This is an optimization exercise on Yosys and OpenROAD, whose aim is small area, a short achievable clock period and few clock cycles per item, not a production implementation.
In this exercise RTL edits were held to simulation tests only and were not proved equivalent to the original.

--- flow/design.v ---
`timescale 1ns / 1ps
package cifa_pkg;
  localparam int DataWidthDef = 64;
  localparam logic [2:0] CMD_ADD = 3'd0;
  localparam logic [2:0] CMD_SUB = 3'd1;
  localparam logic [2:0] CMD_MUL = 3'd2;
  localparam logic [2:0] CMD_DIV = 3'd3;
  localparam logic [2:0] CMD_MOD = 3'd4;
  localparam logic [2:0] CMD_POW = 3'd5;
  localparam logic [2:0] CMD_MIN = 3'd6;
  localparam logic [2:0] CMD_MAX = 3'd7;
  localparam logic [1:0] ST_OK     = 2'd0;
  localparam logic [1:0] ST_OVF    = 2'd1;
  localparam logic [1:0] ST_DIV0   = 2'd2;
  localparam logic [1:0] ST_NEGEXP = 2'd3;
endpackage
`timescale 1ns / 1ps
`timescale 1ns / 1ps
`timescale 1ns / 1ps
module checked_integer_fold_alu_core #(
  parameter int DATA_WIDTH = cifa_pkg::DataWidthDef
) (
  input  logic                         clk,
  input  logic                         rst_n,
  input  logic                         in_valid,
  output logic                         in_ready,
  input  logic [2:0]                   in_command,
  input  logic signed [DATA_WIDTH-1:0] in_operand,
  input  logic                         in_last,
  output logic                         out_valid,
  input  logic                         out_ready,
  output logic signed [DATA_WIDTH-1:0] out_value,
  output logic [1:0]                   out_status
);
  localparam logic [2:0] S_IDLE  = 3'd0;
  localparam logic [2:0] S_MSTEP = 3'd1;
  localparam logic [2:0] S_MCORR = 3'd2;
  localparam logic [2:0] S_DPREP = 3'd3;
  localparam logic [2:0] S_DSTEP = 3'd4;
  localparam logic [2:0] S_DFIX  = 3'd5;
  localparam logic [2:0] S_PSET  = 3'd6;
  localparam logic [2:0] S_DCOR  = 3'd7;
  function automatic logic [6:0] hibit(input logic [63:0] v);
    logic [31:0] n1;  logic [31:0] p1;
    logic [15:0] n2;  logic [31:0] p2;
    logic [7:0]  n3;  logic [23:0] p3;
    logic [3:0]  n4;  logic [15:0] p4;
    logic [1:0]  n5;  logic [9:0]  p5;
    logic        n6;  logic [5:0]  p6;
    for (int i = 0; i < 32; i++) begin
      n1[i] = v[2*i+1] | v[2*i];
      p1[i] = v[2*i+1];
    end
    for (int i = 0; i < 16; i++) begin
      n2[i] = n1[2*i+1] | n1[2*i];
      p2[2*i +: 2] = n1[2*i+1] ? {1'b1, p1[2*i+1]} : {1'b0, p1[2*i]};
    end
    for (int i = 0; i < 8; i++) begin
      n3[i] = n2[2*i+1] | n2[2*i];
      p3[3*i +: 3] = n2[2*i+1] ? {1'b1, p2[2*(2*i+1) +: 2]} : {1'b0, p2[2*(2*i) +: 2]};
    end
    for (int i = 0; i < 4; i++) begin
      n4[i] = n3[2*i+1] | n3[2*i];
      p4[4*i +: 4] = n3[2*i+1] ? {1'b1, p3[3*(2*i+1) +: 3]} : {1'b0, p3[3*(2*i) +: 3]};
    end
    for (int i = 0; i < 2; i++) begin
      n5[i] = n4[2*i+1] | n4[2*i];
      p5[5*i +: 5] = n4[2*i+1] ? {1'b1, p4[4*(2*i+1) +: 4]} : {1'b0, p4[4*(2*i) +: 4]};
    end
    n6 = n5[1] | n5[0];
    p6 = n5[1] ? {1'b1, p5[9:5]} : {1'b0, p5[4:0]};
    hibit = {n6, p6};
  endfunction
  function automatic logic [5:0] ctlf(input logic [2:0] s, input logic opn, input logic lst,
                                      input logic [2:0] cmd, input logic bt, input logic sw,
                                      input logic smm, input logic sxx, input logic prn,
                                      input logic mdm, input logic qn);
    logic [1:0] as;
    logic [1:0] bs;
    logic       bi;
    logic       ab;
    as = 2'd0;
    bs = 2'd0;
    bi = 1'b0;
    ab = 1'b0;
    case (s)
      S_IDLE: begin
        if (!opn) begin
          bs = 2'd1;
          bi = lst && (cmd == cifa_pkg::CMD_SUB);
        end else begin
          case (cmd)
            cifa_pkg::CMD_ADD, cifa_pkg::CMD_SUB: begin
              as = 2'd1;
              bs = 2'd1;
              bi = cmd[0];
            end
            cifa_pkg::CMD_MIN, cifa_pkg::CMD_MAX: begin
              as = 2'd1;
              bs = 2'd1;
              bi = 1'b1;
            end
            cifa_pkg::CMD_DIV, cifa_pkg::CMD_MOD: begin
              bs = 2'd2;
              bi = 1'b1;
            end
            default: ;   
          endcase
        end
      end
      S_MSTEP: begin
        as = 2'd2;
        bs = bt ? (sw ? 2'd1 : 2'd2) : 2'd0;
        bi = bt & smm;
      end
      S_MCORR: begin
        as = 2'd3;
        bs = sw ? 2'd1 : 2'd2;
        bi = 1'b1;
      end
      S_DSTEP: begin
        as = 2'd2;
        ab = 1'b1;
        bs = 2'd1;
        bi = prn ? sxx : !sxx;
      end
      S_DCOR: begin
        as = 2'd3;
        bs = 2'd1;
        bi = sxx;
      end
      S_DFIX: begin
        bs = mdm ? 2'd3 : 2'd2;
        bi = qn;
      end
      default: ;
    endcase
    ctlf = {as, bs, bi, ab};
  endfunction
  logic [63:0] xr;
  logic [2:0]  cmdr;
  logic        lastr, validr, badr, x0r, x1r;
  logic        nzx;       
  logic [5:0]  px, pxm1;  
  logic        ra, rb;
  logic [63:0] acc, pr;
  logic [1:0]  err;
  logic        open_r, ov;
  logic [2:0]  st;
  logic [5:0]  cnt, pcnt;
  logic        bitr, swap, sm, powm, modm, qneg;
  logic [1:0]  asel, bsel;
  logic        binv, abit_en;
  logic [63:0] acc_n, pr_n, xr_n;
  logic [1:0]  err_n;
  logic        open_n, ov_n;
  logic [2:0]  st_n;
  logic [5:0]  cnt_n, pcnt_n;
  logic        bitr_n, swap_n, sm_n, powm_n, modm_n, qneg_n;
  logic        nzx_n;
  logic [5:0]  px_n;
  logic        done;      
  logic        ovf_chk;   
  logic [1:0]  err_e;     
  assign in_ready = ra | (rb & out_ready);
  wire accept = in_valid & in_ready;
  wire stall  = ov & ~out_ready;
  wire go     = ~stall;
  wire sa = acc[63];
  wire sx = xr[63];
  wire [6:0] hba = hibit({1'b0, acc[62:0] ^ acc[63:1]});
  wire [6:0] hbi = hibit({1'b0, in_operand[62:0] ^ in_operand[63:1]});
  wire       nza = hba[6];
  wire [5:0] pa  = hba[5:0];
  wire       a_lt_x   = pa < px;
  wire       a_lt_xm1 = (px != 6'd0) && (pa < pxm1);
  wire       shorter  = nzx && (!nza || a_lt_x);
  wire       quick    = (!nza && !sa) || (nzx && (sa ? (!nza ? (px != 6'd0) : a_lt_xm1) : shorter));
  logic [65:0] aop;
  logic [63:0] bsrc;
  always_comb begin
    case (asel)
      2'd0: aop = '0;
      2'd1: aop = {{2{acc[63]}}, acc};
      2'd2: aop = {pr[63], pr, bitr & abit_en};
      default: aop = {{2{pr[63]}}, pr};
    endcase
    case (bsel)
      2'd0: bsrc = '0;
      2'd1: bsrc = xr;
      2'd2: bsrc = acc;
      default: bsrc = pr;
    endcase
  end
  wire [63:0] bx  = bsrc ^ {64{binv}};
  wire [65:0] bop = {{2{bx[63]}}, bx};
  wire [65:0] sum = aop + bop + {65'd0, binv};
  localparam logic [65:0] KMIN = {3'b111, 63'd0};
  wire [65:0] creq = aop ^ bop ^ KMIN;
  wire [65:0] cgen = (aop & bop) | ((aop | bop) & creq);
  wire        is_min = (creq[0] == binv) && (cgen[64:0] == creq[65:1]);
  wire        ovf = !((sum[65:63] == 3'b000) || (sum[65:63] == 3'b111)) || is_min;
  wire        neg = sum[65];
  wire [63:0] bword = (swap || st == S_DPREP || st == S_DSTEP) ? acc : xr;
  wire [5:0]  cntm1 = cnt - 6'd1;
  wire        bnext = bword[cntm1] ^ sm;
  wire        pmore = powm && (pcnt != 6'd0);
  always_comb begin
    acc_n  = acc;
    pr_n   = pr;
    xr_n   = xr;
    err_e  = err;
    ovf_chk = 1'b0;
    open_n = open_r;
    st_n   = st;
    cnt_n  = cnt;
    pcnt_n = pcnt;
    bitr_n = bitr;
    swap_n = swap;
    sm_n   = sm;
    powm_n = powm;
    modm_n = modm;
    qneg_n = qneg;
    nzx_n  = nzx;
    px_n   = px;
    done   = 1'b0;
    if (go) begin
      case (st)
        S_IDLE: if (validr) begin
          if (!open_r) begin
            acc_n  = sum[63:0];
            err_e  = badr ? cifa_pkg::ST_OVF : cifa_pkg::ST_OK;
            open_n = 1'b1;
            done   = 1'b1;
          end else if (err != cifa_pkg::ST_OK) begin
            done = 1'b1;
          end else if (badr) begin
            err_e = cifa_pkg::ST_OVF;
            done  = 1'b1;
          end else begin
            case (cmdr)
              cifa_pkg::CMD_ADD, cifa_pkg::CMD_SUB: begin
                acc_n   = sum[63:0];
                ovf_chk = 1'b1;
                done    = 1'b1;
              end
              cifa_pkg::CMD_MIN, cifa_pkg::CMD_MAX: begin
                if (neg == cmdr[0]) acc_n = xr;
                done = 1'b1;
              end
              cifa_pkg::CMD_DIV, cifa_pkg::CMD_MOD: begin
                modm_n = cmdr[2];
                qneg_n = cmdr[2] ? sa : (sa ^ sx);
                if (x0r) begin
                  err_e = cifa_pkg::ST_DIV0;
                  done  = 1'b1;
                end else if (quick) begin
                  if (!cmdr[2]) acc_n = '0;
                  done = 1'b1;
                end else if (sa) begin
                  acc_n = sum[63:0];
                  st_n  = S_DPREP;
                end else begin
                  cnt_n  = pa;
                  bitr_n = 1'b1;
                  pr_n   = '0;
                  swap_n = 1'b0;
                  sm_n   = 1'b0;
                  st_n   = S_DSTEP;
                end
              end
              cifa_pkg::CMD_MUL: begin
                powm_n = 1'b0;
                pr_n   = '0;
                st_n   = S_MSTEP;
                swap_n = shorter;
                sm_n   = shorter ? sa : sx;
                cnt_n  = shorter ? pa : px;
                bitr_n = shorter ? nza : nzx;
              end
              default: begin   
                if (sx) begin
                  err_e = cifa_pkg::ST_NEGEXP;
                  done  = 1'b1;
                end else if (x0r) begin
                  acc_n = 64'd1;
                  done  = 1'b1;
                end else if (x1r) begin
                  done = 1'b1;
                end else if (acc[63:1] == '0) begin
                  done = 1'b1;
                end else if (acc == '1) begin
                  if (!xr[0]) acc_n = 64'd1;
                  done = 1'b1;
                end else if (xr[62:6] != '0) begin
                  err_e = cifa_pkg::ST_OVF;
                  done  = 1'b1;
                end else begin
                  px_n = pa;
                  st_n = S_PSET;
                end
              end
            endcase
          end
        end
        S_MSTEP: begin
          pr_n = sum[63:0];
          if (cnt == 6'd0 && !sm) begin
            acc_n = sum[63:0];
            if (pmore) pr_n = '0;
          end
          ovf_chk = 1'b1;
          if (err != cifa_pkg::ST_OK) begin
            st_n  = S_IDLE;
            done  = 1'b1;
          end else if (cnt != 6'd0) begin
            cnt_n  = cntm1;
            bitr_n = bnext;
          end else if (sm) begin
            st_n = S_MCORR;
          end else if (pmore) begin
            pcnt_n = pcnt - 6'd1;
            cnt_n  = px;
            bitr_n = 1'b1;
          end else begin
            st_n = S_IDLE;
            done = 1'b1;
          end
        end
        S_MCORR: begin
          acc_n = sum[63:0];
          if (pmore) pr_n = '0;
          ovf_chk = 1'b1;
          if (err != cifa_pkg::ST_OK) begin
            st_n  = S_IDLE;
            done  = 1'b1;
          end else if (pmore) begin
            pcnt_n = pcnt - 6'd1;
            cnt_n  = px;
            bitr_n = 1'b1;
            st_n   = S_MSTEP;
          end else begin
            st_n = S_IDLE;
            done = 1'b1;
          end
        end
        S_PSET: begin
          xr_n   = acc;
          pcnt_n = xr[5:0] - 6'd2;
          powm_n = 1'b1;
          swap_n = 1'b0;
          sm_n   = sa;
          cnt_n  = px;
          bitr_n = 1'b1;
          pr_n   = '0;
          st_n   = S_MSTEP;
          if (px * xr[5:0] >= 12'd63) begin
            err_e = cifa_pkg::ST_OVF;
            st_n  = S_IDLE;
            done  = 1'b1;
          end
        end
        S_DPREP: begin
          cnt_n  = pa;
          bitr_n = 1'b1;
          pr_n   = '0;
          swap_n = 1'b0;
          sm_n   = 1'b0;
          st_n   = S_DSTEP;
        end
        S_DSTEP: begin
          pr_n = sum[63:0];
          for (int j = 0; j < 64; j++) begin
            if (cnt == 6'(j)) acc_n[j] = !neg;
          end
          if (cnt != 6'd0) begin
            cnt_n  = cntm1;
            bitr_n = bnext;
          end else if (modm && neg) begin
            st_n = S_DCOR;
          end else if (modm || qneg) begin
            st_n = S_DFIX;
          end else begin
            st_n = S_IDLE;
            done = 1'b1;
          end
        end
        S_DCOR: begin
          pr_n = sum[63:0];
          st_n = S_DFIX;
        end
        S_DFIX: begin
          acc_n = sum[63:0];
          st_n  = S_IDLE;
          done  = 1'b1;
        end
        default: begin
          st_n = S_IDLE;
        end
      endcase
    end
    if (done && lastr) open_n = 1'b0;
    err_n = (ovf_chk && ovf && err == cifa_pkg::ST_OK) ? cifa_pkg::ST_OVF : err_e;
    if (accept) begin
      xr_n   = in_operand;
      nzx_n  = hbi[6];
      px_n   = hbi[5:0];
    end
  end
  wire consumed = validr & done;
  wire valid_n  = accept | (validr & ~consumed);
  assign ov_n   = (ov & ~out_ready) | (consumed & lastr);
  wire in_easy = (in_command == cifa_pkg::CMD_ADD) || (in_command == cifa_pkg::CMD_SUB)
                 || (in_command == cifa_pkg::CMD_MIN) || (in_command == cifa_pkg::CMD_MAX);
  wire in_mid0 = (in_operand[62:1] == '0);
  wire in_zero = in_mid0 && !in_operand[63] && !in_operand[0];
  wire in_one  = in_mid0 && !in_operand[63] && in_operand[0];
  wire in_bad  = in_mid0 && in_operand[63] && !in_operand[0];
  wire in_quick = in_easy || in_bad
                  || (((in_command == cifa_pkg::CMD_DIV) || (in_command == cifa_pkg::CMD_MOD)) && in_zero)
                  || ((in_command == cifa_pkg::CMD_POW) && (in_operand[63] || in_zero || in_one));
  logic comp_n;
  always_comb begin
    if (accept) begin
      comp_n = !open_n || (err_e != cifa_pkg::ST_OK) || in_quick;
    end else begin
      case (st_n)
        S_MSTEP: comp_n = (cnt_n == 6'd0) && !sm_n && !(powm_n && pcnt_n != 6'd0);
        S_MCORR: comp_n = !(powm_n && pcnt_n != 6'd0);
        S_DSTEP: comp_n = (cnt_n == 6'd0) && !modm_n && !qneg_n;
        S_DFIX:  comp_n = 1'b1;
        S_DPREP: comp_n = 1'b0;
        S_PSET:  comp_n = 1'b0;
        S_DCOR:  comp_n = 1'b0;
        default: comp_n = rb;
      endcase
    end
  end
  wire [2:0] cmd_nx  = accept ? in_command : cmdr;
  wire       last_nx = accept ? in_last : lastr;
  wire [5:0] ctl_n   = ctlf(st_n, open_n, last_nx, cmd_nx, bitr_n, swap_n, sm_n, xr_n[63],
                            pr_n[63], modm_n, qneg_n);
  always_ff @(posedge clk) begin
    if (!rst_n) begin
      validr <= 1'b0;
      ra     <= 1'b1;
      rb     <= 1'b0;
      st     <= S_IDLE;
      open_r <= 1'b0;
      ov     <= 1'b0;
      err    <= cifa_pkg::ST_OK;
    end else begin
      validr <= valid_n;
      ra     <= !valid_n || (comp_n && !ov_n);
      rb     <= valid_n && comp_n;
      st     <= st_n;
      open_r <= open_n;
      ov     <= ov_n;
      err    <= err_n;
    end
  end
  always_ff @(posedge clk) begin
    if (accept) begin
      cmdr  <= in_command;
      lastr <= in_last;
      badr  <= in_bad;
      x0r   <= in_zero;
      x1r   <= in_one;
    end
    xr      <= xr_n;
    nzx     <= nzx_n;
    px      <= px_n;
    pxm1    <= px_n - 6'd1;
    acc     <= acc_n;
    pr      <= pr_n;
    cnt     <= cnt_n;
    pcnt    <= pcnt_n;
    bitr    <= bitr_n;
    swap    <= swap_n;
    sm      <= sm_n;
    powm    <= powm_n;
    modm    <= modm_n;
    qneg    <= qneg_n;
    asel    <= ctl_n[5:4];
    bsel    <= ctl_n[3:2];
    binv    <= ctl_n[1];
    abit_en <= ctl_n[0];
  end
  assign out_valid  = ov;
  assign out_value  = (err == cifa_pkg::ST_OK) ? acc : '0;
  assign out_status = err;
endmodule
--- flow/run.sh ---
#!/bin/bash
# synth_recipe.tcl (not shown) runs the flow's synth.tcl, then flattens the netlist and writes it again
# the make line also repeats each setting of config.mk as NAME=value (left out here)
make -C /OpenROAD-flow-scripts/flow DESIGN_CONFIG=/design/flow/config.mk WORK_HOME=/design/flow/orfs CLKGATE_MAP_FILE= SYNTH_SCRIPT=/design/flow/synth_recipe.tcl finish
--- flow/config.mk ---
export PLATFORM = sky130hd
export DESIGN_NAME = checked_integer_fold_alu_core
export DESIGN_NICKNAME = checked_integer_fold_alu_core
export VERILOG_FILES = /design/flow/design.v
export SDC_FILE = /design/flow/constraint.sdc
export NUM_CORES = 4
export LEC_CHECK = 0
export CAP_MARGIN = 20
export CORE_MARGIN = 2
export CORE_UTILIZATION = 40
export SETUP_SLACK_MARGIN = 4
export SLEW_MARGIN = 20
--- flow/constraint.sdc ---
create_clock -name core_clock -period 9.0 [get_ports {clk}]
set_input_delay 1.8000 -clock core_clock [delete_from_list [all_inputs] [get_ports {clk}]]
set_output_delay 1.8000 -clock core_clock [all_outputs]
set_load 0.01 [all_outputs]
==> impl_metrics.toml, run 1 <==
[global_route]
gr-max-usage-layer = "met2"
grt_max_degree = 75
met2_usage_pct = 51.84
grt_pass1_vias = 28720
grt_overflow = 0
grt_use_met3_pct = 10.68
antenna_found_initial = 5
grt_pass1_wl_um = 196800
track_usage_pct = 35.85
grt.met1_usage_pct = 47.44

[drt]
viasPerCell = 6.573
antenna_left = 0
route.vias.total = 31010
routedWlPerCell_um = 29.50
totalWireLength_um = 139200
drt_pre_antenna_iters = 9
drc = 0
initialDrtViolationCount = 5173

[sta]
final_hold_viol_count = 0
period_minus_slack_ns = 5.588
setup_viol = 0
max_slew_margin_pct = 16.39
fin_tns_setup_ns = 0
maxSlewViolCount = 0
finalCritPeriodShare_pct = 62.09
grt_setup_unrepaired = "yes"
fmax_mhz = 179.0
worst_slew_pin_slew_ns = 1.249
skew_ns = 0.03871

[die]
die_w_um = 270.4
dieHeight_um = 270.4
start_util_pct = 40.45
die_area_um2 = 73090
core_area_um2 = 70150
io_pins = 140
num_rows = 97

[placement]
dpl.hpwl_um = 95010
port_buffers = 139
globalplace.congestion = 1.045
place_area_um2 = 30490

[clock_network]
numClockSinks = 246
cts_made_buffers = 34
root_buffer = "clkbuf_16"
cts.clk_slew.worst_paths_ns = 0.06
insertion_delay_ns = 0.58
tritoncts = "built"
holdBufCountCts = 0
htreeDepth = 2
clockBufferDepth = 3

[worst_setup_path]
cp_cell_sequence = "inv_1, ha_1, o41ai_4, nand4_1, o2111ai_1, nand3_2, ha_1, a21o_1, a221o_1, nor3b_4, a21oi_1, o2bb2ai_1, a21oi_2, a211oi_1, o31ai_1, nor4_2, a31oi_1, o31ai_2"
cp_max_fo = 5
crit_arrival_ns = 6.08
endpoint_kind = "flip-flop"
path_delay_family = "compound AO/OA/AOI/OAI gates"
crit_buf_inv = 1
cpMaxStageDelayCell = "edfxtp_1"
cp-start-kind = "flip-flop"
cp.required_ns = 9.50
crit_path_frequent_cell = "ha_1"
crit_path_max_incr_delay_ns = 0.49
crit_type = "flip-flop to flip-flop"

[layout]
drive_gt1_share_pct = 18.08
layout.nets = 4109
final_util_pct = 50.63
final_common_cell = "inv_1"
diodes = 0
final_cell_mix = "inv_1, nand2_1, a21oi_1"
final_cell_area_um2 = 35520
area_delta_synth_final_pct = 25.15

[synth]
synth_warnings = 1
yosysSeqAreaShare_pct = 24.20
synth-edff-count = 194
synth_cell_types = 99
ys_async_sr_fraction_pct = 0
ys_seq_elements = 246
synth_cells = 3580
synth_area_per_cell_um2 = 7.927
syn-num-nets = 3932
netlist_area_um2 = 28380
ys.flop_type = "edfxtp_1"

[outcome]
outcome = "timing/DRC/antenna clean"

[worst_hold_path]
min_path_type = "flip-flop to flip-flop"

[flow_run]
cap_violations = 0
==> cell families after synthesis <==
family	after synthesis	synth area share, %
AOI/OAI and AO/OA	1070	24.69
and+or+nand+nor	1020	17.22
buffers and inverters	610	8.148
adders and majority gates	280	12.85
DFF	246	24.20
xor gates and xnor gates	224	6.913
muxes	130	5.987
==> what timing repair did <==
action | 4_1_cts | 5_1_grt
cloned | 15 | 8
endpoints found under the setup margin | 247 | 210
pin swaps | 71 | 89
gates resized for setup | 260 | 170
setup buffers | 116 | 63
==> layer usage <==
metal | share of wire (%) | wire length [um]
met5 | 0.057 | 80
met4 | 7.2 | 9963
met3 | 14 | 20050
met2 | 41 | 56420
met1 | 38 | 52660
==> state kept, by name, summed over array words and instances, names as in the netlist, 2 cells and up <==
name and cells:
st 3, cmdr 3, pcnt 6, pxm1 6, err 2, acc 64
asel 2, xr 64, px 6, pr 64, bsel 2, cnt 6
==> cells in the mapped netlist (21+ instances only) <==
master | count | area [um^2]
a211oi_1 | 21 | 157.7
a21o_1 | 46 | 345.3
a21oi_1 | 283 | 1416
a22o_1 | 129 | 1130
a31oi_1 | 28 | 175.2
and2_1 | 47 | 294.0
and3_1 | 22 | 137.6
buf_1 | 21 | 78.83
clkbuf_1 | 210 | 788.3
dfxtp_1 | 52 | 1041
edfxtp_1 | 194 | 5826
ha_1 | 261 | 3266
inv_1 | 367 | 1378
mux2_2 | 68 | 765.7
mux2i_1 | 37 | 370.4
mux4_2 | 25 | 563.0
nand2_1 | 284 | 1066
nand2b_1 | 29 | 181.4
nand3_1 | 31 | 155.2
nand4_1 | 60 | 375.4
nor2_1 | 324 | 1216
nor2b_1 | 28 | 175.2
nor3_1 | 57 | 285.3
nor4_1 | 62 | 387.9
o211ai_1 | 24 | 180.2
o21ai_0 | 245 | 1226
o22ai_1 | 87 | 544.3
o31ai_1 | 22 | 165.2
xnor2_1 | 139 | 1217
xor2_1 | 85 | 744.5
==> worst min-delay path: cells and delay by family, from the launching register on <==
| kind | cells | cell delay, ns |
|---|---|---|
| DFF | 1 | 0.35 |
| and+or+nand+nor | 2 | 0.13 |
==> worst paths after layout <==
kind	to	depth (start not counted)	slack, ns	startpoint
worst max-delay path	ra$_SDFF_PN1_	18	3.41	acc[23]$_DFFE_PP_
worst min-delay path	lastr$_DFF_P_	2	0.53	lastr$_DFF_P_
worst max register to register	ra$_SDFF_PN1_	18	3.41	acc[23]$_DFFE_PP_
worst min register to register	lastr$_DFF_P_	2	0.53	lastr$_DFF_P_
==> area by class of cell <==
class | instances | area (um^2)
multi-input combinational | 2729 | 21040
timing repair buffer | 373 | 3871
fill | 6762 | 34630
inverter | 371 | 1416
timing repair inverter | 2 | 13.76
clock buffer | 43 | 935.9
tap | 940 | 1176
sequential | 246 | 6893
clock inverter | 14 | 171.4
==> per-stage QoR <==
step	hold WS (ns)	instances	setup WS (ns)
final	0.5340	4718	3.412
after global routing	0.5718	4718	3.466
after CTS	0.5226	4646	3.688
after detailed placement	0.5085	4458	2.084
after global placement	0.5056	4456	1.500
after floorplan	0.4408	3580	2.904
Testbench counts, summed over its fixed seeds: cycles 36,542, items 12,004.
==> run 2: changes to the inputs <==
--- a/flow/design.v
+++ b/flow/design.v
@@ -141,7 +141,7 @@
   logic [2:0]  cmdr;
   logic        lastr, validr, badr, x0r, x1r;
   logic        nzx;       
-  logic [5:0]  px, pxm1;  
+  logic [5:0]  px;        
   logic        ra, rb;
   logic [63:0] acc, pr;
   logic [1:0]  err;
@@ -168,12 +168,17 @@
   wire go     = ~stall;
   wire sa = acc[63];
   wire sx = xr[63];
-  wire [6:0] hba = hibit({1'b0, acc[62:0] ^ acc[63:1]});
+  wire [62:0] dacc = acc[62:0] ^ acc[63:1];
+  wire [6:0] hba = hibit({1'b0, dacc});
   wire [6:0] hbi = hibit({1'b0, in_operand[62:0] ^ in_operand[63:1]});
-  wire       nza = hba[6];
   wire [5:0] pa  = hba[5:0];
-  wire       a_lt_x   = pa < px;
-  wire       a_lt_xm1 = (px != 6'd0) && (pa < pxm1);
+  logic [62:0] below_x;
+  always_comb begin
+    for (int i = 0; i < 63; i++) below_x[i] = 6'(i) < px;
+  end
+  wire       nza      = dacc != '0;
+  wire       a_lt_x   = (dacc & ~below_x) == '0;                         
+  wire       a_lt_xm1 = (px != 6'd0) && ((dacc & ~{1'b0, below_x[62:1]}) == '0);   
   wire       shorter  = nzx && (!nza || a_lt_x);
   wire       quick    = (!nza && !sa) || (nzx && (sa ? (!nza ? (px != 6'd0) : a_lt_xm1) : shorter));
   logic [65:0] aop;
@@ -205,6 +210,76 @@
   wire [5:0]  cntm1 = cnt - 6'd1;
   wire        bnext = bword[cntm1] ^ sm;
   wire        pmore = powm && (pcnt != 6'd0);
+  logic [6:0] pow_lim;
+  always_comb begin
+    case (px)
+      6'd0: pow_lim = 7'd64;
+      6'd1: pow_lim = 7'd63;
+      6'd2: pow_lim = 7'd32;
+      6'd3: pow_lim = 7'd21;
+      6'd4: pow_lim = 7'd16;
+      6'd5: pow_lim = 7'd13;
+      6'd6: pow_lim = 7'd11;
+      6'd7: pow_lim = 7'd9;
+      6'd8: pow_lim = 7'd8;
+      6'd9: pow_lim = 7'd7;
+      6'd10: pow_lim = 7'd7;
+      6'd11: pow_lim = 7'd6;
+      6'd12: pow_lim = 7'd6;
+      6'd13: pow_lim = 7'd5;
+      6'd14: pow_lim = 7'd5;
+      6'd15: pow_lim = 7'd5;
+      6'd16: pow_lim = 7'd4;
+      6'd17: pow_lim = 7'd4;
+      6'd18: pow_lim = 7'd4;
+      6'd19: pow_lim = 7'd4;
+      6'd20: pow_lim = 7'd4;
+      6'd21: pow_lim = 7'd3;
+      6'd22: pow_lim = 7'd3;
+      6'd23: pow_lim = 7'd3;
+      6'd24: pow_lim = 7'd3;
+      6'd25: pow_lim = 7'd3;
+      6'd26: pow_lim = 7'd3;
+      6'd27: pow_lim = 7'd3;
+      6'd28: pow_lim = 7'd3;
+      6'd29: pow_lim = 7'd3;
+      6'd30: pow_lim = 7'd3;
+      6'd31: pow_lim = 7'd3;
+      6'd32: pow_lim = 7'd2;
+      6'd33: pow_lim = 7'd2;
+      6'd34: pow_lim = 7'd2;
+      6'd35: pow_lim = 7'd2;
+      6'd36: pow_lim = 7'd2;
+      6'd37: pow_lim = 7'd2;
+      6'd38: pow_lim = 7'd2;
+      6'd39: pow_lim = 7'd2;
+      6'd40: pow_lim = 7'd2;
+      6'd41: pow_lim = 7'd2;
+      6'd42: pow_lim = 7'd2;
+      6'd43: pow_lim = 7'd2;
+      6'd44: pow_lim = 7'd2;
+      6'd45: pow_lim = 7'd2;
+      6'd46: pow_lim = 7'd2;
+      6'd47: pow_lim = 7'd2;
+      6'd48: pow_lim = 7'd2;
+      6'd49: pow_lim = 7'd2;
+      6'd50: pow_lim = 7'd2;
+      6'd51: pow_lim = 7'd2;
+      6'd52: pow_lim = 7'd2;
+      6'd53: pow_lim = 7'd2;
+      6'd54: pow_lim = 7'd2;
+      6'd55: pow_lim = 7'd2;
+      6'd56: pow_lim = 7'd2;
+      6'd57: pow_lim = 7'd2;
+      6'd58: pow_lim = 7'd2;
+      6'd59: pow_lim = 7'd2;
+      6'd60: pow_lim = 7'd2;
+      6'd61: pow_lim = 7'd2;
+      6'd62: pow_lim = 7'd2;
+      6'd63: pow_lim = 7'd1;
+      default: pow_lim = 7'd64;
+    endcase
+  end
   always_comb begin
     acc_n  = acc;
     pr_n   = pr;
@@ -354,7 +429,7 @@
           bitr_n = 1'b1;
           pr_n   = '0;
           st_n   = S_MSTEP;
-          if (px * xr[5:0] >= 12'd63) begin
+          if (xr[5:0] >= pow_lim) begin
             err_e = cifa_pkg::ST_OVF;
             st_n  = S_IDLE;
             done  = 1'b1;
@@ -470,7 +545,6 @@
     xr      <= xr_n;
     nzx     <= nzx_n;
     px      <= px_n;
-    pxm1    <= px_n - 6'd1;
     acc     <= acc_n;
     pr      <= pr_n;
     cnt     <= cnt_n;
==> run 2 against run 1 <==
Effect of this change:
- still clean
- die area rose by 1.7%
- count of clock-buffer cells in the layout unchanged
- clock skew up 0.0057 ns
- via count up 7.5%
- sequential share of layout area is 0.17 points lower
- final cell count grew 3.0%
- register-to-register slack improved by 0.46 ns
- utilization barely moved
- synthesized cell count rose by 3.3%
- area after synthesis is 1.7% higher
- critical endpoint is now acc[59]$_DFFE_PP_
- largest cell class unchanged
==> impl_metrics.toml, run 2 <==
[outcome]
outcome = "timing/DRC/antenna clean"

[global_route]
track_usage_pct = 41.24
grt_pass1_vias = 29810
antenna_found_initial = 11
grt_max_degree = 71
grt_pass1_wl_um = 221600
grt_overflow = 0

[sta]
maxSlewViolCount = 0
final_hold_viol_count = 0
setup_viol = 0
finalCritPeriodShare_pct = 57.00
max_slew_margin_pct = 22.64
worst_slew_pin_slew_ns = 1.151
fmax_mhz = 194.9
skew_ns = 0.04445
fin_tns_setup_ns = 0
period_minus_slack_ns = 5.130
grt_setup_unrepaired = "yes"

[synth]
yosysSeqAreaShare_pct = 24.06
synth_cell_types = 95
ys_top_cells_by_count = "inv_1, nor2_1, nand2_1"
synth-edff-count = 200
ys_seq_elements = 247
synth_largest_area_cell = "edfxtp_1"
synth_cells = 3698
synthTopCellsByArea = "edfxtp_1, ha_1, o21ai_0"
syn-num-nets = 4012
yosysMostFrequentCell = "inv_1"
ys_async_sr_fraction_pct = 0
synth_area_per_cell_um2 = 7.808
netlist_area_um2 = 28870
yosysTopAreaCellShare_pct = 20.80
ys.flop_type = "edfxtp_1"
synth_warnings = 1

[layout]
stdcell_count = 4858
layout.nets = 4190
final_cell_mix = "inv_1, nand2_1, nor2_1"
top_regs = "acc: 64 flops, pr: 64 flops, xr: 64 flops"
regArea_um2 = 6965
final_common_cell = "inv_1"
area_delta_synth_final_pct = 25.42
fill_cells = 6842
multi_input_area_um2 = 21530
final_cell_area_um2 = 36210
drive_gt1_share_pct = 18.93

[clock_network]
holdBufCountCts = 0
clockBufferDepth = 3
cts_made_buffers = 36
tritoncts = "built"
insertion_delay_ns = 0.59
root_buffer = "clkbuf_16"
htreeDepth = 2
cts.clk_slew.worst_paths_ns = 0.06
numClockSinks = 247

[worst_setup_path]
cp_max_fo = 8
crit_arrival_ns = 5.41
endpoint_kind = "flip-flop"
cp.required_ns = 9.28
cp-start-kind = "flip-flop"
crit_type = "flip-flop to flip-flop"
ff2ff_setup_slack_ns = 3.87

[drt]
totalWireLength_um = 165100
routedWlPerCell_um = 33.99
viasPerCell = 6.861
drt_pre_antenna_iters = 6
antenna_left = 0
route.vias.total = 33330
drc = 0
initialDrtViolationCount = 5375

[placement]
dpl.hpwl_um = 117300
globalplace.congestion = 1.035
dp.cells = 4595
port_buffers = 139
place_area_um2 = 30980

[die]
start_util_pct = 40.39
dieHeight_um = 272.7
io_pins = 140
die_w_um = 272.7
num_rows = 98
die_area_um2 = 74350
core_area_um2 = 71490

[worst_hold_path]
min_path_type = "flip-flop to flip-flop"

[flow_run]
cap_violations = 0
run 2: cell types whose count changed after synthesis, moves of 20 or more:
cell | previous run | this run
a221o_1 | 4 | 47
a21oi_1 | 283 | 258
ha_1 | 261 | 241
nand3_1 | 31 | 61
nand2_1 | 284 | 308
buf_2 | 6 | 33
a22oi_1 | 5 | 68
o21ai_0 | 245 | 277
clkbuf_1 | 210 | 173
inv_1 | 367 | 342
nor2b_1 | 28 | 85
o22ai_1 | 87 | 28
a22o_1 | 129 | 86
run 2: metrics by stage:
step                hold WS, ns  util (%)  worst slack, ns
detailed placement       0.5046     43.34            1.911
finish                   0.5085     50.66            3.870
CTS                      0.5174     46.97            3.951
floorplan                0.4499         -            4.037
global route             0.5551     50.65            3.868
global placement         0.5070     43.34            2.040
run 2: final timing paths:
kind | start | endpoint | cells after the start
setup / recovery | acc[17]$_DFFE_PP_ | acc[59]$_DFFE_PP_ | 21
hold reg to reg | lastr$_DFF_P_ | lastr$_DFF_P_ | 2
hold / removal | lastr$_DFF_P_ | lastr$_DFF_P_ | 2
setup reg to reg | acc[17]$_DFFE_PP_ | acc[59]$_DFFE_PP_ | 21
run 2: layout make-up:
| cell class | count | area share (%) |
|---|---|---|
| Sequential cell | 247 | 19.23 |
| Clock inverter | 23 | 0.6461 |
| Antenna cell | 4 | 0.02764 |
| Tap cell | 950 | 3.282 |
| Timing Repair Buffer | 391 | 11.10 |
| Inverter | 343 | 3.624 |
| Multi-Input combinational cell | 2857 | 59.44 |
| Clock buffer | 43 | 2.650 |
run 2: routing by layer:
metal / global-route usage (%) / routed length [um]
met1: 52.63 / 59560
met2: 60.42 / 67630
met3: 11.05 / 22670
met4: 28.56 / 15220
met5: 0 / 25
run 2: what timing repair did:
action,4_1_cts,5_1_grt
gates resized for setup,135,298
gates cloned,8,18
setup endpoints to repair,187,147
pin swaps,26,75
buffers inserted,74,92
run 2: kinds of logic after synthesis:
kind of cell | Yosys count | share of synthesized area (%)
DFF | 247 | 24.06
xor gates and xnor gates | 208 | 6.309
AOI/OAI and AO/OA | 1190 | 27.82
adders and majority gates | 244 | 10.58
and+or+nand+nor | 1102 | 18.34
buffers and inverters | 596 | 8.112
muxes | 111 | 4.780
run 2: critical path: stages, from the launching register on:
cell,delay (ns)
edfxtp_1,0.52
clkinvlp_4,0.22
o21ai_0,0.23
a22oi_1,0.13
xnor2_2,0.25
ha_4,0.18
a21o_1,0.16
a211oi_2,0.09
o31ai_2,0.37
nor2_1,0.09
or3_4,0.35
o21ai_4,0.27
a211oi_4,0.12
o41ai_4,0.29
buf_4,0.22
nand2_2,0.08
xnor2_2,0.17
a311oi_2,0.39
nand2_2,0.16
buf_8,0.18
clkbuf_16,0.18
nor2_1,0.13
Testbench counts of run 2, summed over its fixed seeds: cycles 36,542, items 12,004.
==> run 3: changes to the inputs <==
--- a/flow/config.mk
+++ b/flow/config.mk
@@ -7,6 +7,6 @@
 export LEC_CHECK = 0
 export CAP_MARGIN = 20
 export CORE_MARGIN = 2
-export CORE_UTILIZATION = 40
+export CORE_UTILIZATION = 55
 export SETUP_SLACK_MARGIN = 4
 export SLEW_MARGIN = 20
==> run 3 against run 2 <==
Effect of this change:
- still clean on timing, DRC and antenna
- via count grew 5.7%
- synthesized cell count is the same
- sequential share of layout area grew 0.49 points
- global-route usage grew 13 points
==> impl_metrics.toml, run 3 <==
[die]
io_pins = 140
die_area_um2 = 54350
num_rows = 83
dieHeight_um = 233.1
start_util_pct = 55.94
core_area_um2 = 51610
die_w_um = 233.1

[drt]
drc = 0
totalWireLength_um = 157000
route.vias.total = 35240
initialDrtViolationCount = 7795
viasPerCell = 7.716
antenna_left = 0
routedWlPerCell_um = 34.37
drt_pre_antenna_iters = 13

[worst_setup_path]
endpoint_kind = "flip-flop"
cpMaxStageDelayCell = "edfxtp_1"
path_delay_family = "simple AND/OR/NAND/NOR gates"
cp_cell_sequence = "inv_1, ha_1, nor4_2, nand4_1, nor2_2, a21o_1, nor2_1, o21ai_4, buf_4, buf_4, buf_4, a221oi_1, o21ai_1, o21ai_0, a31o_2, and3b_1, nand2_1, nand3b_1"
cp_max_fo = 8
cp.required_ns = 9.31
crit_type = "flip-flop to flip-flop"
crit_buf_inv = 4
crit_arrival_ns = 5.50
crit_path_max_incr_delay_ns = 0.61
cp-start-kind = "flip-flop"
crit_path_frequent_cell = "buf_4"

[synth]
synth_area_per_cell_um2 = 7.808
netlist_area_um2 = 28870
synth_warnings = 1
yosysTopAreaCellShare_pct = 20.80
ys_seq_elements = 247
synth_largest_area_cell = "edfxtp_1"
ys_async_sr_fraction_pct = 0
synth_cell_types = 95
yosysSeqAreaShare_pct = 24.06
synth-edff-count = 200
yosysMostFrequentCell = "inv_1"
synthTopCellsByArea = "edfxtp_1, ha_1, o21ai_0"
synth_cells = 3698
ys.flop_type = "edfxtp_1"
ys_top_cells_by_count = "inv_1, nor2_1, nand2_1"
syn-num-nets = 4012

[sta]
period_minus_slack_ns = 5.191
max_slew_margin_pct = 21.07
fmax_mhz = 192.6
grt_setup_unrepaired = "yes"
worst_slew_pin_slew_ns = 1.180
fin_tns_setup_ns = 0
skew_ns = 0.03890
setup_slack_ns = 3.809
final_hold_viol_count = 0
finalCritPeriodShare_pct = 57.68
maxSlewViolCount = 0
setup_viol = 0

[flow_run]
cap_violations = 0

[clock_network]
htreeDepth = 2
cts.clk_slew.worst_paths_ns = 0.06
insertion_delay_ns = 0.58
cts_made_buffers = 34
root_buffer = "clkbuf_16"
numClockSinks = 247
clockBufferDepth = 3
tritoncts = "built"

[global_route]
grt_max_degree = 77
grt_overflow = 0
grt_pass1_vias = 31760
track_usage_pct = 54.16
grt_pass1_wl_um = 214400
antenna_found_initial = 13

[placement]
port_buffers = 139
dp.cells = 4318
globalplace.congestion = 1.167
dpl.hpwl_um = 108000
place_ws_ns = 2.292
place_area_um2 = 30550

[worst_hold_path]
min_path_type = "flip-flop to flip-flop"

[layout]
layout.nets = 4170
area_delta_synth_final_pct = 22.28
final_common_cell = "inv_1"
stdcell_count = 4567
final_cell_mix = "inv_1, nand2_1, nor2_1"
final_cell_area_um2 = 35310
top_regs = "acc: 64 flops, pr: 64 flops, xr: 64 flops"
final_util_pct = 68.41
drive_gt1_share_pct = 17.65

[outcome]
outcome = "timing/DRC/antenna clean"
## run 3: stage by stage
step | hold slack [ns]
final | 0.5323
after global routing | 0.5586
after CTS | 0.5259
after detailed placement | 0.5139
after global placement | 0.4806
after floorplan | 0.4499
## run 3: kinds of logic after synthesis
kind of cell	share of synthesized area (%)
DFF	24.06
AOI/OAI and AO/OA	27.82
and+or+nand+nor	18.34
adders and majority gates	10.58
muxes	4.780
xor gates and xnor gates	6.309
buffers and inverters	8.112
## run 3: cell type report
cell class	instances	area, um^2
diodes	6	15.01
clock buffers	43	905.9
clock inverters	18	137.6
fillers	4019	16310
inverters	343	1303
multi-input cells	2857	21370
flip-flops and latches	247	6963
well taps	680	850.8
repair buffers	372	3754
repair inverters	1	5.005
## run 3: timing repair
item	4_1_cts	5_1_grt
resized for setup	163	245
endpoints found under the setup margin	187	147
buffers inserted	89	78
gates cloned	12	3
hold buffers	0	0
pin swaps	28	69
## run 3: worst register-to-register path: stages (launching register included)
cell,delay [ns]
edfxtp_1,0.61
inv_1,0.27
ha_1,0.47
nor4_2,0.50
nand4_1,0.37
nor2_2,0.39
a21o_1,0.23
nor2_1,0.09
o21ai_4,0.10
buf_4,0.16
buf_4,0.15
buf_4,0.17
a221oi_1,0.08
o21ai_1,0.34
o21ai_0,0.14
a31o_2,0.27
and3b_1,0.20
nand2_1,0.07
nand3b_1,0.30
## run 3: final timing paths
kind,startpoint,end,slack [ns],cells past startpoint
setup / recovery,acc[31]$_DFFE_PP_,bsel[0]$_DFF_P_,3.81,18
setup reg to reg,acc[31]$_DFFE_PP_,bsel[0]$_DFF_P_,3.81,18
hold reg to reg,lastr$_DFF_P_,lastr$_DFF_P_,0.53,2
hold / removal,lastr$_DFF_P_,lastr$_DFF_P_,0.53,2
## run 3: routing by layer
| metal | part of all wire (%) | global-route usage, % |
|---|---|---|
| met1 | 33 | 63.98 |
| met2 | 38 | 74.79 |
| met3 | 18 | 26.11 |
| met4 | 11 | 41.78 |
| met5 | 0.19 | 0.5515 |
==> run 4: changes to the inputs <==
--- a/flow/config.mk
+++ b/flow/config.mk
@@ -7,6 +7,6 @@
 export LEC_CHECK = 0
 export CAP_MARGIN = 20
 export CORE_MARGIN = 2
-export CORE_UTILIZATION = 55
+export CORE_UTILIZATION = 48
 export SETUP_SLACK_MARGIN = 4
 export SLEW_MARGIN = 20
==> run 4 against run 3 <==
Effect of this change:
- sequential share of layout area decreased by 0.12 points
- largest cell class unchanged
- critical path depth increased by 3
==> impl_metrics.toml, run 4 <==
[outcome]
outcome = "timing/DRC/antenna clean"

[sta]
max_slew_margin_pct = 21.76
worst_slew_pin_slew_ns = 1.165
grt_setup_unrepaired = "yes"
maxSlewViolCount = 0
fin_tns_setup_ns = 0
setup_viol = 0
fmax_mhz = 192.1
finalCritPeriodShare_pct = 57.84
timing.hold.ws_ns = 0.4933
period_minus_slack_ns = 5.206
final_hold_viol_count = 0
skew_ns = 0.03798

[synth]
yosysTopAreaCellShare_pct = 20.80
yosysMostFrequentCell = "inv_1"
synth-edff-count = 200
ys_async_sr_fraction_pct = 0
synth_largest_area_cell = "edfxtp_1"
ys.flop_type = "edfxtp_1"
synth_cell_types = 95
synthTopCellsByArea = "edfxtp_1, ha_1, o21ai_0"
ys_seq_elements = 247
ys_top_cells_by_count = "inv_1, nor2_1, nand2_1"
synth_area_per_cell_um2 = 7.808
synth_warnings = 1
yosysSeqAreaShare_pct = 24.06
syn-num-nets = 4012
synth_cells = 3698
netlist_area_um2 = 28870

[clock_network]
tritoncts = "built"
insertion_delay_ns = 0.59
numClockSinks = 247
root_buffer = "clkbuf_16"
cts_made_buffers = 34
clockBufferDepth = 3
holdBufCountCts = 0
htreeDepth = 2
cts.clk_slew.worst_paths_ns = 0.06

[die]
start_util_pct = 48.74
die_w_um = 249.3
io_pins = 140
num_rows = 89
core_area_um2 = 59240
die_area_um2 = 62130
dieHeight_um = 249.3

[placement]
place_area_um2 = 30690
dpl.hpwl_um = 114200
port_buffers = 139
globalplace.congestion = 1.060

[layout]
top_regs = "acc: 64 flops, pr: 64 flops, xr: 64 flops"
final_cell_area_um2 = 35530
final_common_cell = "inv_1"
area_delta_synth_final_pct = 23.05
layout.nets = 4177
final_cell_mix = "inv_1, nand2_1, nor2_1"
drive_gt1_share_pct = 17.93
final_util_pct = 59.98

[worst_setup_path]
cp_max_fo = 8
crit_type = "flip-flop to flip-flop"
cp_cell_sequence = "inv_1, o21ai_1, a22oi_1, xnor2_2, ha_4, a21o_1, a211oi_2, o31ai_2, nor2_1, or3_4, o21ai_4, a211oi_4, o41ai_2, buf_4, nand2_1, xnor2_1, a311oi_2, buf_4, nand2_8, clkbuf_16, a21oi_2"
crit_path_frequent_cell = "buf_4"
cpMaxStageDelayCell = "edfxtp_1"
cp-start-kind = "flip-flop"
crit_arrival_ns = 5.50
crit_path_max_incr_delay_ns = 0.49
cp.required_ns = 9.29
endpoint_kind = "flip-flop"

[global_route]
grt_max_degree = 72
grt_overflow = 0
track_usage_pct = 48.03
antenna_found_initial = 6
grt_pass1_wl_um = 219900
grt_pass1_vias = 30980

[drt]
route.vias.total = 34090
drt_pre_antenna_iters = 10
drc = 0
viasPerCell = 7.299
initialDrtViolationCount = 5781
totalWireLength_um = 161300
routedWlPerCell_um = 34.54
antenna_left = 0

[flow_run]
cap_violations = 0

[worst_hold_path]
min_path_type = "flip-flop to flip-flop"
run 4: logic make-up after synthesis:
group,share of synthesized area (%)
xor gates and xnor gates,6.309
DFF,24.06
muxes,4.780
buffers and inverters,8.112
and+or+nand+nor,18.34
AOI/OAI and AO/OA,27.82
adders and majority gates,10.58
run 4: final timing paths:
kind / start / end / depth (start not counted) / slack (ns)
max reg2reg: acc[17]$_DFFE_PP_ / acc[34]$_DFFE_PP_ / 21 / 3.79
min: lastr$_DFF_P_ / lastr$_DFF_P_ / 2 / 0.49
min reg2reg: lastr$_DFF_P_ / lastr$_DFF_P_ / 2 / 0.49
max: acc[17]$_DFFE_PP_ / acc[34]$_DFFE_PP_ / 21 / 3.79
run 4: timing repair:
action                                  in CTS  in global routing
gates resized for setup                    152                239
endpoints found under the setup margin     254                158
setup buffers                               80                 91
cloned                                       5                 10
pin swaps                                   25                 71
run 4: per-layer routing:
| layer | global-route usage, % | routed length (um) | vias to the layer above |
|---|---|---|---|
| met3 | 18.66 | 25940 | 913 |
| met5 | 0 | 87 | - |
| met4 | 34.41 | 15750 | 6 |
| met2 | 68.20 | 63830 | 3257 |
| met1 | 59.12 | 55680 | 16050 |
| li1 | - | - | 13860 |
run 4: stage by stage:
| stage | setup WS (ns) | instances |
|---|---|---|
| after detailed placement | 2.363 | 4414 |
| after global routing | 3.840 | 4660 |
| after CTS | 3.978 | 4559 |
| after global placement | 2.450 | 4414 |
| final | 3.794 | 4670 |
| after floorplan | 4.037 | 3698 |
run 4: area by class of cell:
type / instances / area [um^2]
Multi-Input combinational cell: 2857 / 21340
Antenna cell: 10 / 25.02
Clock buffer: 40 / 894.6
Inverter: 343 / 1306
Clock inverter: 20 / 237.7
Timing Repair Buffer: 380 / 3796
Sequential cell: 247 / 6963
Fill cell: 5348 / 23710
Tap cell: 773 / 967.2
run 4: critical path: cells and delay by family (launching register included):
kind	cells	cell delay [ns]
AOI/OAI and AO/OA	10	2.15
xor gates and xnor gates	2	0.37
adders and majority gates	1	0.19
buffers and inverters	4	0.92
DFF	1	0.49
and+or+nand+nor	4	0.75
==> run 5: changes to the inputs <==
--- a/flow/design.v
+++ b/flow/design.v
@@ -162,7 +162,10 @@
   logic        done;      
   logic        ovf_chk;   
   logic [1:0]  err_e;     
-  assign in_ready = ra | (rb & out_ready);
+  logic        rq;        
+  logic        quick;
+  logic        quick_io;  
+  assign in_ready = ra | (rb & out_ready) | (rq & quick_io);
   wire accept = in_valid & in_ready;
   wire stall  = ov & ~out_ready;
   wire go     = ~stall;
@@ -180,7 +183,10 @@
   wire       a_lt_x   = (dacc & ~below_x) == '0;                         
   wire       a_lt_xm1 = (px != 6'd0) && ((dacc & ~{1'b0, below_x[62:1]}) == '0);   
   wire       shorter  = nzx && (!nza || a_lt_x);
-  wire       quick    = (!nza && !sa) || (nzx && (sa ? (!nza ? (px != 6'd0) : a_lt_xm1) : shorter));
+  wire       m0       = (dacc & ~below_x) == '0;
+  wire       m1       = (dacc & ~{1'b0, below_x[62:1]}) == '0;
+  assign     quick_io = acc[63] ? m1 : m0;
+  assign     quick    = (!nza && !sa) || (nzx && (sa ? (!nza ? (px != 6'd0) : a_lt_xm1) : shorter));
   logic [65:0] aop;
   logic [63:0] bsrc;
   always_comb begin
@@ -494,6 +500,9 @@
   wire in_quick = in_easy || in_bad
                   || (((in_command == cifa_pkg::CMD_DIV) || (in_command == cifa_pkg::CMD_MOD)) && in_zero)
                   || ((in_command == cifa_pkg::CMD_POW) && (in_operand[63] || in_zero || in_one));
+  wire in_divq = ((in_command == cifa_pkg::CMD_DIV) || (in_command == cifa_pkg::CMD_MOD)) && !in_zero && !in_bad;
+  wire rq_n     = accept && open_n && (err_e == cifa_pkg::ST_OK) && in_divq
+                  && hbi[6] && (hbi[5:0] != 6'd0);
   logic comp_n;
   always_comb begin
     if (accept) begin
@@ -518,6 +527,7 @@
   always_ff @(posedge clk) begin
     if (!rst_n) begin
       validr <= 1'b0;
+      rq     <= 1'b0;
       ra     <= 1'b1;
       rb     <= 1'b0;
       st     <= S_IDLE;
@@ -526,6 +536,7 @@
       err    <= cifa_pkg::ST_OK;
     end else begin
       validr <= valid_n;
+      rq     <= rq_n;
       ra     <= !valid_n || (comp_n && !ov_n);
       rb     <= valid_n && comp_n;
       st     <= st_n;
--- a/flow/config.mk
+++ b/flow/config.mk
@@ -7,6 +7,6 @@
 export LEC_CHECK = 0
 export CAP_MARGIN = 20
 export CORE_MARGIN = 2
-export CORE_UTILIZATION = 48
+export CORE_UTILIZATION = 40
 export SETUP_SLACK_MARGIN = 4
 export SLEW_MARGIN = 20
==> run 5 against run 4 <==
Effect of this change:
- still clean on timing, DRC and antenna
- sequential cell count up 1
- maximum frequency shrank 4.7%
- area after synthesis grew 3.6%
- count of clock-buffer cells in the layout up 5
- global-route usage decreased by 7.7 points
- final cell count is 7.9% higher
- sequential share of layout area down 0.91 points
- cell area grew 5.2%
- critical path depth is 9 lower
==> impl_metrics.toml, run 5 <==
[die]
start_util_pct = 40.30
dieHeight_um = 277.4
num_rows = 100
die_area_um2 = 76960
core_area_um2 = 74200
die_w_um = 277.4
io_pins = 140

[synth]
synthAdderAreaFrac_pct = 10.18
yosysMostFrequentCell = "nor2_1"
yosysSeqAreaShare_pct = 23.30
netlist_area_um2 = 29900
ys_top_cells_by_count = "nor2_1, inv_1, a21oi_1"
synthMuxAreaShare_pct = 6.683
synth_largest_area_cell = "edfxtp_1"
synth_area_per_cell_um2 = 7.801
ys.flop_type = "edfxtp_1"
ys_async_sr_fraction_pct = 0
syn-num-nets = 4147
synth_cells = 3833
post_synth_xor_area_fraction_pct = 6.239
yosysTopAreaCellShare_pct = 20.09
synthTopCellsByArea = "edfxtp_1, ha_1, a21oi_1"
ys_seq_elements = 248
synth_warnings = 1
synth-compound-area-share_pct = 25.92
synth-edff-count = 200
yosys.area_share.simple_pct = 19.61
synth_top_family_by_area = "compound AO/OA/AOI/OAI gates"
synth_cell_types = 103

[sta]
setup_slack_ns = 3.535
grt_setup_unrepaired = "yes"
skew_ns = 0.04978
timing.hold.ws_ns = 0.5124
finalCritPeriodShare_pct = 60.72
maxSlewViolCount = 0
worst_slew_pin_slew_ns = 1.252
fin_tns_setup_ns = 0
max_slew_margin_pct = 15.75
fmax_mhz = 183.0
final_hold_viol_count = 0
period_minus_slack_ns = 5.465
setup_viol = 0

[placement]
place_ws_ns = 1.923
dpl.hpwl_um = 116100
port_buffers = 139
globalplace.congestion = 1.053

[global_route]
antenna_found_initial = 4
grt_pass1_vias = 30870
track_usage_pct = 40.31
grt_overflow = 0
grt_max_degree = 81
grt_pass1_wl_um = 226800

[layout]
final_cell_mix = "inv_1, a21oi_1, nor2_1"
final_common_cell = "inv_1"
fill_cells = 7182
drive_gt1_share_pct = 18.84
area_delta_synth_final_pct = 25.06
top_regs = "acc: 64 flops, pr: 64 flops, xr: 64 flops"
final_util_pct = 50.40
layout.nets = 4354

[worst_setup_path]
cp_max_fo = 6
cp-start-kind = "flip-flop"
crit_type = "flip-flop to output port"
cp.required_ns = 7.20
cp_cell_sequence = "buf_6, ha_4, nor2b_1, o41a_1, a311o_1, nor4_2, nand4_1, buf_6, nor2_4, o21ai_1, nand2_1, buf_2"
crit_path_max_incr_delay_ns = 0.59
crit_arrival_ns = 3.66
endpoint_kind = "output port"
crit_path_frequent_cell = "buf_6"
cpMaxStageDelayCell = "edfxtp_1"
ff2ff_setup_slack_ns = 3.82

[drt]
totalWireLength_um = 165100
drc = 0
initialDrtViolationCount = 5827
route.vias.total = 33970
antenna_left = 0
viasPerCell = 6.745
routedWlPerCell_um = 32.79
drt_pre_antenna_iters = 6

[clock_network]
cts_made_buffers = 37
tritoncts = "built"
holdBufCountCts = 0
htreeDepth = 2
root_buffer = "clkbuf_16"
cts.clk_slew.worst_paths_ns = 0.07
insertion_delay_ns = 0.61
numClockSinks = 248
clockBufferDepth = 3

[worst_hold_path]
min_path_type = "flip-flop to flip-flop"

[outcome]
outcome = "timing/DRC/antenna clean"

[flow_run]
cap_violations = 0
run 5: cell types whose count changed in the layout (fill, tap and decap cells not counted), moves of 45 or more:
cell     change
nand2_1    -116
a21oi_1     +83
mux2i_1     +68
nand3_1     +65
and2_1      +52
nor2_4      +50
buf_4       +45
run 5: path summary, 6_finish.rpt:
path                      from               end  depth (start not counted)
max          acc[39]$_DFFE_PP_          in_ready                         12
min               qneg$_DFF_P_      qneg$_DFF_P_                          2
max reg2reg  acc[39]$_DFFE_PP_  acc[0]$_DFFE_PP_                         18
min reg2reg       qneg$_DFF_P_      qneg$_DFF_P_                          2
run 5: cells by family after synthesis:
| group | count (synthesis) |
|---|---|
| compound gates | 1168 |
| xor+xnor | 213 |
| fa+ha+maj | 243 |
| buf+inv | 615 |
| flops | 248 |
| mux | 179 |
| simple gates | 1167 |
run 5: final cells by class:
cell class / count / area (um^2) / share of cell area (%)
multi-input combinational: 2972 / 22560 / 60.34
sequential: 248 / 6989 / 18.69
timing repair buffer: 428 / 4099 / 10.96
inverter: 352 / 1351 / 3.614
tap: 969 / 1212 / 3.242
clock buffer: 45 / 977.2 / 2.613
clock inverter: 20 / 188.9 / 0.5052
timing repair inverter: 1 / 8.758 / 0.02342
antenna: 2 / 5.005 / 0.01338
run 5: worst max-delay path: cells and delay by family, from the launching register on:
family	cells	cell delay [ns]
DFF	1	0.59
adders and majority gates	1	0.26
and+or+nand+nor	5	0.87
AOI/OAI and AO/OA	3	0.80
buffers and inverters	3	0.53
run 5: metal layers:
metal,share of wire [%],vias up,GRT usage [%]
li1,-,14430,-
met1,38,16270,53.82
met2,39,2658,56.68
met3,14,614,11.51
met4,8.2,2,25.57
met5,0.0079,-,0
run 5: per-stage QoR:
| step | cells | cell area [um^2] |
|---|---|---|
| 2_1_floorplan | 3833 | 29910 |
| 3_3_place_gp | 4748 | 32060 |
| 3_5_place_dp | 4748 | 32060 |
| 4_1_cts | 4944 | 35220 |
| 5_1_grt | 5035 | 37390 |
| 6_report | 5037 | 37390 |
run 5: timing repair:
item	4_1_cts	5_1_grt
setup endpoints to repair	352	143
gates cloned	5	8
pin swaps	28	128
buffers inserted	126	83
gates resized for setup	205	315
Testbench counts of run 5, summed over its fixed seeds: cycles 35,520, items 12,004.

-- port drivers added, routing unchanged --
Ports are ideal in the flow. The routed layouts listed here were re-timed in OpenROAD. Step 1, drivers: a clkbuf_16 drives clk and a buf_2 each remaining input, both assumed. Step 2 moves the port delays by t, midway between the first and last clock arrival at a register: inputs arrive t later, outputs are due t later. That takes back most of the time a late clock gives input paths. a / b / c = no drivers / after step 1 / after step 2; a / b = the first two.
run | shift t [ns] | slack for setup (ns) | worst setup path after step 2
run 1 | 0.623 | 3.412 / 3.412 / 3.412 | register to register
run 2 | 0.639 | 3.870 / 3.870 / 3.470 | input to register
run 3 | 0.631 | 3.809 / 3.809 / 3.328 | input to register
run 4 | 0.629 | 3.794 / 3.794 / 3.367 | input to register
run 5 | 0.646 | 3.535 / 3.473 / 3.432 | input to register
After both steps every run listed still meets setup and hold. For run 3, which loses most, drivers alone change the setup slack by 0.000 ns; drivers and shift together by -0.481 ns.
